Context: an optimization exercise on an open-source flow, tuned for small area, a short achievable clock period and few clock cycles per item. The choices shown serve that exercise and are no tape-out recipe.
The RTL was checked by simulation tests, not by an equivalence proof against the original design.

## flow/run.sh

```bash
#!/bin/bash
# synth_recipe.tcl (not shown) runs the flow's synth.tcl, then flattens the netlist and writes it again
# the make line also repeats each setting of config.mk as NAME=value (left out here)
make -C /OpenROAD-flow-scripts/flow DESIGN_CONFIG=/design/flow/config.mk WORK_HOME=/design/flow/orfs CLKGATE_MAP_FILE= SYNTH_SCRIPT=/design/flow/synth_recipe.tcl finish
```

## flow/config.mk

```make
export PLATFORM = sky130hd
export DESIGN_NAME = civil_datetime_to_ajd_fraction
export DESIGN_NICKNAME = civil_datetime_to_ajd_fraction
export VERILOG_FILES = /design/flow/design.v
export SDC_FILE = /design/flow/constraint.sdc
export NUM_CORES = 4
export LEC_CHECK = 0
export CAP_MARGIN = 20
export CORE_MARGIN = 2
export CORE_UTILIZATION = 40
export SLEW_MARGIN = 20
```

## flow/constraint.sdc

```tcl
create_clock -name core_clock -period 10.0 [get_ports {clk}]
set_input_delay 2.0000 -clock core_clock [delete_from_list [all_inputs] [get_ports {clk}]]
set_output_delay 2.0000 -clock core_clock [all_outputs]
set_load 0.01 [all_outputs]
```

## flow/design.v

```verilog
package cdajd_pkg;
    localparam int NUM_W    = 57;
    localparam int JD_W     = 23;
    localparam int NUMOUT_W = 40;
    localparam int DEN_W    = 18;
    typedef enum logic [4:0] {
        S_IDLE,
        S_JD1,
        S_JD2,
        S_SPLIT,
        S_GINIT,
        S_GTEST,
        S_GWAIT,
        S_QN,
        S_QNWAIT,
        S_QD,
        S_QDWAIT,
        S_T2A,
        S_T2B,
        S_T3A,
        S_T3B,
        S_OUT
    } state_t;
    typedef enum logic [4:0] {
        OP_NONE,
        OP_LOAD,
        OP_JD1,
        OP_JD2,
        OP_DATE,
        OP_T1,
        OP_T2A,
        OP_T2B,
        OP_T3A,
        OP_T3B,
        OP_GINIT,
        OP_GDIV,
        OP_GSTEP,
        OP_QN,
        OP_QNTAKE,
        OP_QD,
        OP_QDTAKE,
        OP_OUT
    } op_t;
    typedef struct packed {
        op_t op;
    } cmd_t;
    typedef struct packed {
        logic mode;
        logic a_zero;
        logic div_done;
        logic out_busy;
    } status_t;
    function automatic logic [8:0] month_term(input logic [3:0] m);
        logic [8:0] t;
        begin
            case (m)
                4'd3:    t = 9'd122;
                4'd4:    t = 9'd153;
                4'd5:    t = 9'd183;
                4'd6:    t = 9'd214;
                4'd7:    t = 9'd244;
                4'd8:    t = 9'd275;
                4'd9:    t = 9'd306;
                4'd10:   t = 9'd336;
                4'd11:   t = 9'd367;
                4'd12:   t = 9'd397;
                4'd13:   t = 9'd428;
                4'd14:   t = 9'd459;
                4'd15:   t = 9'd489;
                default: t = 9'd0;
            endcase
            month_term = t;
        end
    endfunction
endpackage
module cdajd_div #(
    parameter int WIDTH = cdajd_pkg::NUM_W
) (
    input  logic             clk,
    input  logic             rst_n,
    input  logic             start,
    input  logic [WIDTH-1:0] dividend,
    input  logic [WIDTH-1:0] divisor,
    output logic             done,
    output logic [WIDTH-1:0] quotient,
    output logic [WIDTH-1:0] remainder
);
    localparam int CNT_W = $clog2(WIDTH);
    logic             busy_reg, busy_next;
    logic             done_reg, done_next;
    logic [CNT_W-1:0] cnt_reg, cnt_next;
    logic [WIDTH-1:0] quo_reg, quo_next;
    logic [WIDTH-1:0] rem_reg, rem_next;
    logic [WIDTH-1:0] dvsr_reg, dvsr_next;
    logic [WIDTH:0]   shifted;
    logic [WIDTH:0]   diff;
    assign shifted = {rem_reg, quo_reg[WIDTH-1]};
    assign diff    = shifted - {1'b0, dvsr_reg};
    always_comb
    begin
        busy_next = busy_reg;
        done_next = done_reg;
        cnt_next  = cnt_reg;
        quo_next  = quo_reg;
        rem_next  = rem_reg;
        dvsr_next = dvsr_reg;
        if (start)
        begin
            busy_next = 1'b1;
            done_next = 1'b0;
            cnt_next  = CNT_W'(WIDTH - 1);
            quo_next  = dividend;
            rem_next  = '0;
            dvsr_next = divisor;
        end
        else if (busy_reg)
        begin
            if (!diff[WIDTH])
            begin
                rem_next = diff[WIDTH-1:0];
                quo_next = {quo_reg[WIDTH-2:0], 1'b1};
            end
            else
            begin
                rem_next = shifted[WIDTH-1:0];
                quo_next = {quo_reg[WIDTH-2:0], 1'b0};
            end
            if (cnt_reg == '0)
            begin
                busy_next = 1'b0;
                done_next = 1'b1;
            end
            else
            begin
                cnt_next = cnt_reg - CNT_W'(1);
            end
        end
    end
    always_ff @(posedge clk or negedge rst_n)
    begin
        if (!rst_n)
        begin
            busy_reg <= 1'b0;
            done_reg <= 1'b0;
            cnt_reg  <= '0;
        end
        else
        begin
            busy_reg <= busy_next;
            done_reg <= done_next;
            cnt_reg  <= cnt_next;
        end
    end
    always_ff @(posedge clk)
    begin
        quo_reg  <= quo_next;
        rem_reg  <= rem_next;
        dvsr_reg <= dvsr_next;
    end
    assign done      = done_reg;
    assign quotient  = quo_reg;
    assign remainder = rem_reg;
endmodule
module cdajd_ctrl (
    input  logic                clk,
    input  logic                rst_n,
    input  logic                in_valid,
    output logic                in_ready,
    input  cdajd_pkg::status_t  status,
    output cdajd_pkg::cmd_t     cmd
);
    cdajd_pkg::state_t state_reg, state_next;
    logic [1:0]        stage_reg, stage_next;
    always_comb
    begin
        state_next = state_reg;
        stage_next = stage_reg;
        case (state_reg)
            cdajd_pkg::S_IDLE:
            begin
                if (in_valid)
                begin
                    state_next = cdajd_pkg::S_JD1;
                end
            end
            cdajd_pkg::S_JD1:
            begin
                state_next = cdajd_pkg::S_JD2;
            end
            cdajd_pkg::S_JD2:
            begin
                state_next = cdajd_pkg::S_SPLIT;
            end
            cdajd_pkg::S_SPLIT:
            begin
                stage_next = 2'd0;
                state_next = status.mode ? cdajd_pkg::S_GINIT : cdajd_pkg::S_OUT;
            end
            cdajd_pkg::S_GINIT:
            begin
                state_next = cdajd_pkg::S_GTEST;
            end
            cdajd_pkg::S_GTEST:
            begin
                state_next = status.a_zero ? cdajd_pkg::S_QN : cdajd_pkg::S_GWAIT;
            end
            cdajd_pkg::S_GWAIT:
            begin
                if (status.div_done)
                begin
                    state_next = cdajd_pkg::S_GTEST;
                end
            end
            cdajd_pkg::S_QN:
            begin
                state_next = cdajd_pkg::S_QNWAIT;
            end
            cdajd_pkg::S_QNWAIT:
            begin
                if (status.div_done)
                begin
                    state_next = cdajd_pkg::S_QD;
                end
            end
            cdajd_pkg::S_QD:
            begin
                state_next = cdajd_pkg::S_QDWAIT;
            end
            cdajd_pkg::S_QDWAIT:
            begin
                if (status.div_done)
                begin
                    case (stage_reg)
                        2'd0:    state_next = cdajd_pkg::S_T2A;
                        2'd1:    state_next = cdajd_pkg::S_T3A;
                        default: state_next = cdajd_pkg::S_OUT;
                    endcase
                end
            end
            cdajd_pkg::S_T2A:
            begin
                state_next = cdajd_pkg::S_T2B;
            end
            cdajd_pkg::S_T2B:
            begin
                stage_next = 2'd1;
                state_next = cdajd_pkg::S_GINIT;
            end
            cdajd_pkg::S_T3A:
            begin
                state_next = cdajd_pkg::S_T3B;
            end
            cdajd_pkg::S_T3B:
            begin
                stage_next = 2'd2;
                state_next = cdajd_pkg::S_GINIT;
            end
            cdajd_pkg::S_OUT:
            begin
                if (!status.out_busy)
                begin
                    state_next = cdajd_pkg::S_IDLE;
                end
            end
            default:
            begin
                state_next = cdajd_pkg::S_IDLE;
            end
        endcase
    end
    always_comb
    begin
        cmd.op   = cdajd_pkg::OP_NONE;
        in_ready = 1'b0;
        case (state_reg)
            cdajd_pkg::S_IDLE:
            begin
                in_ready = 1'b1;
                if (in_valid)
                begin
                    cmd.op = cdajd_pkg::OP_LOAD;
                end
            end
            cdajd_pkg::S_JD1:    cmd.op = cdajd_pkg::OP_JD1;
            cdajd_pkg::S_JD2:    cmd.op = cdajd_pkg::OP_JD2;
            cdajd_pkg::S_SPLIT:  cmd.op = status.mode ? cdajd_pkg::OP_T1 : cdajd_pkg::OP_DATE;
            cdajd_pkg::S_GINIT:  cmd.op = cdajd_pkg::OP_GINIT;
            cdajd_pkg::S_GTEST:
            begin
                if (!status.a_zero)
                begin
                    cmd.op = cdajd_pkg::OP_GDIV;
                end
            end
            cdajd_pkg::S_GWAIT:
            begin
                if (status.div_done)
                begin
                    cmd.op = cdajd_pkg::OP_GSTEP;
                end
            end
            cdajd_pkg::S_QN:     cmd.op = cdajd_pkg::OP_QN;
            cdajd_pkg::S_QNWAIT:
            begin
                if (status.div_done)
                begin
                    cmd.op = cdajd_pkg::OP_QNTAKE;
                end
            end
            cdajd_pkg::S_QD:     cmd.op = cdajd_pkg::OP_QD;
            cdajd_pkg::S_QDWAIT:
            begin
                if (status.div_done)
                begin
                    cmd.op = cdajd_pkg::OP_QDTAKE;
                end
            end
            cdajd_pkg::S_T2A:    cmd.op = cdajd_pkg::OP_T2A;
            cdajd_pkg::S_T2B:    cmd.op = cdajd_pkg::OP_T2B;
            cdajd_pkg::S_T3A:    cmd.op = cdajd_pkg::OP_T3A;
            cdajd_pkg::S_T3B:    cmd.op = cdajd_pkg::OP_T3B;
            cdajd_pkg::S_OUT:
            begin
                if (!status.out_busy)
                begin
                    cmd.op = cdajd_pkg::OP_OUT;
                end
            end
            default:
            begin
                cmd.op = cdajd_pkg::OP_NONE;
            end
        endcase
    end
    always_ff @(posedge clk or negedge rst_n)
    begin
        if (!rst_n)
        begin
            state_reg <= cdajd_pkg::S_IDLE;
            stage_reg <= 2'd0;
        end
        else
        begin
            state_reg <= state_next;
            stage_reg <= stage_next;
        end
    end
endmodule
module cdajd_datapath (
    input  logic                clk,
    input  logic                rst_n,
    input  cdajd_pkg::cmd_t     cmd,
    output cdajd_pkg::status_t  status,
    input  logic                mode,
    input  logic [13:0]         year,
    input  logic [3:0]          month,
    input  logic [4:0]          day,
    input  logic [4:0]          hour,
    input  logic [5:0]          minute,
    input  logic [5:0]          second,
    input  logic                out_ready,
    output logic                out_valid,
    output logic [22:0]         julian_day,
    output logic [39:0]         ajd_numerator,
    output logic [17:0]         ajd_denominator
);
    localparam int W = cdajd_pkg::NUM_W;
    logic        mode_reg, mode_next;
    logic [13:0] year_reg, year_next;
    logic [3:0]  month_reg, month_next;
    logic [4:0]  day_reg, day_next;
    logic [4:0]  hour_reg, hour_next;
    logic [5:0]  minute_reg, minute_next;
    logic [5:0]  second_reg, second_next;
    logic [25:0] yprod_reg, yprod_next;
    logic [7:0]  cent_reg, cent_next;
    logic [8:0]  mterm_reg, mterm_next;
    logic [22:0] jd_reg, jd_next;
    logic [W-1:0] num_reg, num_next;
    logic [W-1:0] den_reg, den_next;
    logic [W-1:0] a_reg, a_next;
    logic [W-1:0] b_reg, b_next;
    logic [W-1:0] tmp_reg, tmp_next;
    logic [W-1:0] tmp2_reg, tmp2_next;
    logic        out_valid_reg, out_valid_next;
    logic [22:0] res_jd_reg, res_jd_next;
    logic [39:0] res_num_reg, res_num_next;
    logic [17:0] res_den_reg, res_den_next;
    logic         early;
    logic [13:0]  yadj;
    logic [14:0]  yplus;
    logic [3:0]   madj;
    logic [27:0]  cent_prod;
    logic [25:0]  jd_sum;
    logic [54:0]  jd_den_prod;
    logic         div_start;
    logic [W-1:0] div_dividend;
    logic [W-1:0] div_divisor;
    logic         div_done;
    logic [W-1:0] div_quo;
    logic [W-1:0] div_rem;
    cdajd_div #(
        .WIDTH(W)
    ) u_div (
        .clk      (clk),
        .rst_n    (rst_n),
        .start    (div_start),
        .dividend (div_dividend),
        .divisor  (div_divisor),
        .done     (div_done),
        .quotient (div_quo),
        .remainder(div_rem)
    );
    assign early     = (month_reg <= 4'd2);
    assign yadj      = year_reg - 14'(early);
    assign yplus     = 15'(year_reg) + 15'd4716 - 15'(early);
    assign madj      = early ? month_reg + 4'd12 : month_reg;
    assign cent_prod = 28'(yadj) * 28'd5243;
    assign jd_sum    = 26'(yprod_reg >> 2) + 26'(mterm_reg) + 26'(day_reg) + 26'd2
                     + 26'(cent_reg >> 2) - 26'(cent_reg) - 26'd1524;
    assign jd_den_prod = jd_reg * den_reg[31:0];
    always_comb
    begin
        div_start    = 1'b0;
        div_dividend = b_reg;
        div_divisor  = a_reg;
        case (cmd.op)
            cdajd_pkg::OP_GDIV:
            begin
                div_start = 1'b1;
            end
            cdajd_pkg::OP_QN:
            begin
                div_start    = 1'b1;
                div_dividend = num_reg;
                div_divisor  = b_reg;
            end
            cdajd_pkg::OP_QD:
            begin
                div_start    = 1'b1;
                div_dividend = den_reg;
                div_divisor  = b_reg;
            end
            default:
            begin
                div_start = 1'b0;
            end
        endcase
    end
    always_comb
    begin
        mode_next   = mode_reg;
        year_next   = year_reg;
        month_next  = month_reg;
        day_next    = day_reg;
        hour_next   = hour_reg;
        minute_next = minute_reg;
        second_next = second_reg;
        yprod_next  = yprod_reg;
        cent_next   = cent_reg;
        mterm_next  = mterm_reg;
        jd_next     = jd_reg;
        num_next    = num_reg;
        den_next    = den_reg;
        a_next      = a_reg;
        b_next      = b_reg;
        tmp_next    = tmp_reg;
        tmp2_next   = tmp2_reg;
        res_jd_next  = res_jd_reg;
        res_num_next = res_num_reg;
        res_den_next = res_den_reg;
        out_valid_next = out_valid_reg && !out_ready;
        case (cmd.op)
            cdajd_pkg::OP_LOAD:
            begin
                mode_next   = mode;
                year_next   = year;
                month_next  = month;
                day_next    = day;
                hour_next   = hour;
                minute_next = minute;
                second_next = second;
            end
            cdajd_pkg::OP_JD1:
            begin
                yprod_next = 26'(yplus) * 26'd1461;
                cent_next  = (early && year_reg == 14'd0) ? 8'd0 : cent_prod[26:19];
                mterm_next = cdajd_pkg::month_term(madj);
            end
            cdajd_pkg::OP_JD2:
            begin
                jd_next = jd_sum[22:0];
            end
            cdajd_pkg::OP_DATE:
            begin
                num_next = W'({jd_reg, 1'b0}) - W'(1);
                den_next = W'(2);
            end
            cdajd_pkg::OP_T1:
            begin
                num_next = W'(hour_reg) * W'(1440) + W'(minute_reg) * W'(24);
                den_next = W'(34560);
            end
            cdajd_pkg::OP_T2A:
            begin
                tmp_next  = W'(34'(num_reg[15:0]) * 34'd86400);
                tmp2_next = W'(22'(second_reg) * 22'(den_reg[15:0]));
                den_next  = W'(34'(den_reg[15:0]) * 34'd86400);
            end
            cdajd_pkg::OP_T2B:
            begin
                num_next = tmp_reg + tmp2_reg;
            end
            cdajd_pkg::OP_T3A:
            begin
                tmp_next = W'(jd_den_prod);
            end
            cdajd_pkg::OP_T3B:
            begin
                num_next = {tmp_reg[W-2:0], 1'b0} + {num_reg[W-2:0], 1'b0} - den_reg;
                den_next = {den_reg[W-2:0], 1'b0};
            end
            cdajd_pkg::OP_GINIT:
            begin
                a_next = num_reg;
                b_next = den_reg;
            end
            cdajd_pkg::OP_GSTEP:
            begin
                a_next = div_rem;
                b_next = a_reg;
            end
            cdajd_pkg::OP_QNTAKE:
            begin
                num_next = div_quo;
            end
            cdajd_pkg::OP_QDTAKE:
            begin
                den_next = div_quo;
            end
            cdajd_pkg::OP_OUT:
            begin
                res_jd_next    = jd_reg;
                res_num_next   = num_reg[39:0];
                res_den_next   = den_reg[17:0];
                out_valid_next = 1'b1;
            end
            default:
            begin
                mode_next = mode_reg;
            end
        endcase
    end
    always_ff @(posedge clk or negedge rst_n)
    begin
        if (!rst_n)
        begin
            out_valid_reg <= 1'b0;
        end
        else
        begin
            out_valid_reg <= out_valid_next;
        end
    end
    always_ff @(posedge clk)
    begin
        mode_reg    <= mode_next;
        year_reg    <= year_next;
        month_reg   <= month_next;
        day_reg     <= day_next;
        hour_reg    <= hour_next;
        minute_reg  <= minute_next;
        second_reg  <= second_next;
        yprod_reg   <= yprod_next;
        cent_reg    <= cent_next;
        mterm_reg   <= mterm_next;
        jd_reg      <= jd_next;
        num_reg     <= num_next;
        den_reg     <= den_next;
        a_reg       <= a_next;
        b_reg       <= b_next;
        tmp_reg     <= tmp_next;
        tmp2_reg    <= tmp2_next;
        res_jd_reg  <= res_jd_next;
        res_num_reg <= res_num_next;
        res_den_reg <= res_den_next;
    end
    assign status.mode     = mode_reg;
    assign status.a_zero   = (a_reg == '0);
    assign status.div_done = div_done;
    assign status.out_busy = out_valid_reg && !out_ready;
    assign out_valid       = out_valid_reg;
    assign julian_day      = res_jd_reg;
    assign ajd_numerator   = res_num_reg;
    assign ajd_denominator = res_den_reg;
endmodule
module civil_datetime_to_ajd_fraction (
    input  logic        clk,
    input  logic        rst_n,
    input  logic        in_valid,
    output logic        in_ready,
    input  logic        in_mode,
    input  logic [13:0] in_year,
    input  logic [3:0]  in_month,
    input  logic [4:0]  in_day,
    input  logic [4:0]  in_hour,
    input  logic [5:0]  in_minute,
    input  logic [5:0]  in_second,
    output logic        out_valid,
    input  logic        out_ready,
    output logic [22:0] out_julian_day,
    output logic [39:0] out_ajd_numerator,
    output logic [17:0] out_ajd_denominator
);
    cdajd_pkg::cmd_t    cmd;
    cdajd_pkg::status_t status;
    logic               ready;
    cdajd_ctrl u_ctrl (
        .clk     (clk),
        .rst_n   (rst_n),
        .in_valid(in_valid),
        .in_ready(ready),
        .status  (status),
        .cmd     (cmd)
    );
    cdajd_datapath u_datapath (
        .clk            (clk),
        .rst_n          (rst_n),
        .cmd            (cmd),
        .status         (status),
        .mode           (in_mode),
        .year           (in_year),
        .month          (in_month),
        .day            (in_day),
        .hour           (in_hour),
        .minute         (in_minute),
        .second         (in_second),
        .out_ready      (out_ready),
        .out_valid      (out_valid),
        .julian_day     (out_julian_day),
        .ajd_numerator  (out_ajd_numerator),
        .ajd_denominator(out_ajd_denominator)
    );
    assign in_ready = ready;
endmodule
```

==> results.txt <==
* Worst path max stage delay at 0.98 ns
* CP Capture Type: flop
* Count of state elements after synthesis at between 600 and 700
* Final setup violation count at 0
* Synth top area cells: fa_1 24%, edfxtp_1 23%, ha_1 13%, inv_1 7.4%, nand2_1 3.7%
* Half-perimeter wire length after detailed placement at 186000 um
* Crit path max-delay cell type: edfxtp_1
* Actual slew at the worst max-slew pin at about 1.2 ns
* Part of the Yosys area used for sequential elements at 24.9%
* Accumulated negative setup slack at 0 ns
* TritonCTS clock tree: yes
* IO Pins at 128
* Post-synth top area share at roughly 24%
* Final critical-path required period at ~8.8 ns
* Final ANT Viol Nets at 0
* Mapped Avg Cell Area at ~9.6 um^2
* Overflow left after global routing at 0
* Cell types with the highest counts after synthesis: 1565 x inv_1, 948 x fa_1, 795 x ha_1
* Worst EP required at roughly 10 ns
* Clock Tree Buf Depth at 3
* DR WL/cell at ~22 um
* Wirelength, routed at between 200000 and 250000 um
* Max Clock Skew at around 0.038 ns
* Violation count after the first detailed-route iteration at about 5200
* Crit path kind: flop to flop
* Overall die area at 201000 um^2
* Critical path fanouts, max at 19
* 1st-pass router iterations at 6
* Hold Path Class: flop to flop
* H-tree lvl count at 3
* Via total after detailed routing at 59533
* Data arrival time of the critical path at slightly above 9 ns
* Die Span Y at between 400 and 500 um
* Share of cells above drive strength 1 at 5.18%
* Top cell type by total area after synthesis: fa_1
* Max Slew Vio Count at 0
* Worst path cell trace: buf_4 -> nand2_1 -> fa_1 -> fa_1 -> fa_1 -> fa_1 -> inv_1 -> fa_1 -> fa_1 -> inv_1 -> fa_1 -> inv_1 -> ha_1 -> a21oi_1 -> o221ai_1 -> a221oi_1 -> o311ai_0 -> a21oi_1 -> o21ba_2 -> o31ai_1 -> a221oi_1 -> xor2_1 -> nor2_1
* Width of the die at roughly 450 um
* P&R area growth vs syn at 9.07%
* DR DRC count at 0
* Slack of the worst reg-to-reg path at 1.20 ns
* Overall fraction of global-route tracks in use at 23.9%
* Unrepaired setup endpoints after global routing: no
* Maximum number of pins on one net before global-route repair at between 80 and 90
* Async SR Flop Fraction at approximately 2.2%
* Post-CTS clock slew at the launch and capture registers of the worst setup and hold paths at 0.06 ns
* Reg-to-reg startpoint: u_datapath.jd_reg[3]
* Total CTS buffers at 90
* Placer's final routability congestion estimate at around 0.96
* Tcrit/Tclk final at about 88%
* Total core area at a little under 200000 um^2
* Postcts setup bufs at 0
* Vias in the first global route at between 60000 and 70000
* Effective utilization at floorplan at about 40%
* Worst setup endpoint: u_datapath.tmp_reg[51]
* Cell repeated most along the worst path: fa_1
* Number of flops mapped to enable cells by yosys at 604
* Worst R2R Path Depth at 23
* CTS Sinks at 676
* Count leader, synth: inv_1
* Std-Cell Rows at between 150 and 200
* Outcome: timing/DRC/antenna clean
* Ratio of routed vias to standard cells at around 5.4
* Capture point of the worst reg-to-reg path: u_datapath.tmp_reg[51]
* Post-CTS Resized at 0
* Critical path launch point type: flop
* Clock network latency to the later pin of the worst-skew pair at 0.75 ns
* Number of antenna violations at the first check in global routing at 13
* Number of instances in the synthesized netlist at 8258
* Final count of hold timing violations at 0
* Critical Path Source: u_datapath.jd_reg[3]
* Fmax at 114 MHz
* Number of buffers added on ports at 127
* Top flip-flop cell by instance count after synthesis: edfxtp_1
* Wire length of the first global-routing pass at 372000 um
* Post-Synthesis Cell Area at approximately 79000 um^2
* Hold Buf Count CTS at 0
* CTS Root Cell: clkbuf_16
* Nets in the synthesized netlist at roughly 10000
* Count of yosys warnings during synthesis at 3
* Final Net Count at ~10000
* Worst slew margin relative to its limit at between 10% and 20%
* Number of maximum-capacitance constraint violations at 0
* Number of library cell types mapped by synthesis at between 80 and 90
## logic make-up after synthesis
| family | after synthesis | share of synthesized area (%) |
|---|---|---|
| flip-flops | 676 | 24.9 |
| buffers and inverters | 1922 | 9.15 |
| multiplexers | 126 | 1.77 |
| adder cells (fa/ha/maj) | 1743 | 36.6 |
| XOR/XNOR | 360 | 4.01 |
| AND/OR/NAND/NOR | 1917 | 11.5 |
| AO/OA/AOI/OAI | 1514 | 12.1 |
## cell type report
| cell class | instances | area (um^2) |
|---|---|---|
| clock inverter | 42 | 459 |
| timing repair buffer | 238 | 2120 |
| sequential | 676 | 19700 |
| inverter | 1569 | 5890 |
| fill | 19026 | 111000 |
| multi-input combinational | 5660 | 52300 |
| clock buffer | 122 | 2480 |
| antenna | 6 | 15.0 |
| tap | 2640 | 3300 |
## per-stage QoR
stage,hold WS [ns],instances,instance area (um^2),setup WS [ns],util (%)
after detailed placement,0.522,10781,83200,1.31,42.3
after global routing,0.561,10948,86200,0.705,43.8
after floorplan,0.421,8258,79100,0.669,-
final,0.531,10953,86200,1.20,43.8
after global placement,0.511,10781,83200,1.46,42.3
after CTS,0.532,10945,86200,1.26,43.8
## worst min path at each step
stage                                 start                           end  slack (ns)  cells after the start
3_3_place_gp   u_datapath.u_div.rem_reg[30]  u_datapath.u_div.rem_reg[30]        0.51                      2
5_1_grt         u_datapath.u_div.rem_reg[1]   u_datapath.u_div.rem_reg[1]        0.56                      2
3_5_place_dp    u_datapath.u_div.rem_reg[1]   u_datapath.u_div.rem_reg[1]        0.52                      2
2_1_floorplan          u_datapath.jd_reg[4]      u_datapath.res_jd_reg[4]        0.42                      0
6_report       u_datapath.u_div.rem_reg[30]  u_datapath.u_div.rem_reg[30]        0.53                      2
4_1_cts         u_datapath.u_div.rem_reg[1]   u_datapath.u_div.rem_reg[1]        0.53                      2
## critical path, delay by kind of cell, from the launching register on
kind,cells,cell delay (ns)
xor gates and xnor gates,1,0.20
DFF,1,0.98
buffers and inverters,4,0.55
AOI/OAI and AO/OA,8,2.68
and+or+nand+nor,2,0.16
adders and majority gates,8,3.89
## per-layer routing
layer	global-route usage [%]	wire length, um
met5	0	12
met2	37.9	108000
met1	32.9	105000
met3	4.17	19200
met4	8.09	8120
## cells in the final DEF (no fill, tap or decap), types with 110 or more instances in the layout
cell	n
nand2_1	782
nor2_1	320
a21o_1	163
xor2_1	123
fa_1	948
edfxtp_1	604
xnor2_1	235
and2_1	358
ha_1	795
inv_1	1565
mux2_2	110
o21ai_0	391
a21oi_1	447
clkdlybuf4s50_1	127
Testbench counts, summed over its fixed seeds: cycles 1,033,718, items 768.

==> port drivers added, routing unchanged <==
How much do the figures lean on ideal ports? The routed layout below was timed once more, with nothing changed but the port constraints. Step 1 assumes that a clkbuf_16 drives the clock port and a buf_2 every other input. Step 2 also shifts input and output timing later by t, the mid clock arrival at the registers, as if the neighbouring blocks saw the same clock. a / b / c = ideal / step 1 / step 2; a / b = the first two.
t, ns: 0.817
setup WS [ns]: 1.204 / 1.204 / 1.204
worst hold slack (ns): 0.531 / 0.531 / 0.531
cell pins on the clock port's net: 1
After both steps this run still meets setup and hold. The setup slack of this run moves by 0.000 ns with the drivers and by 0.000 ns with both steps.
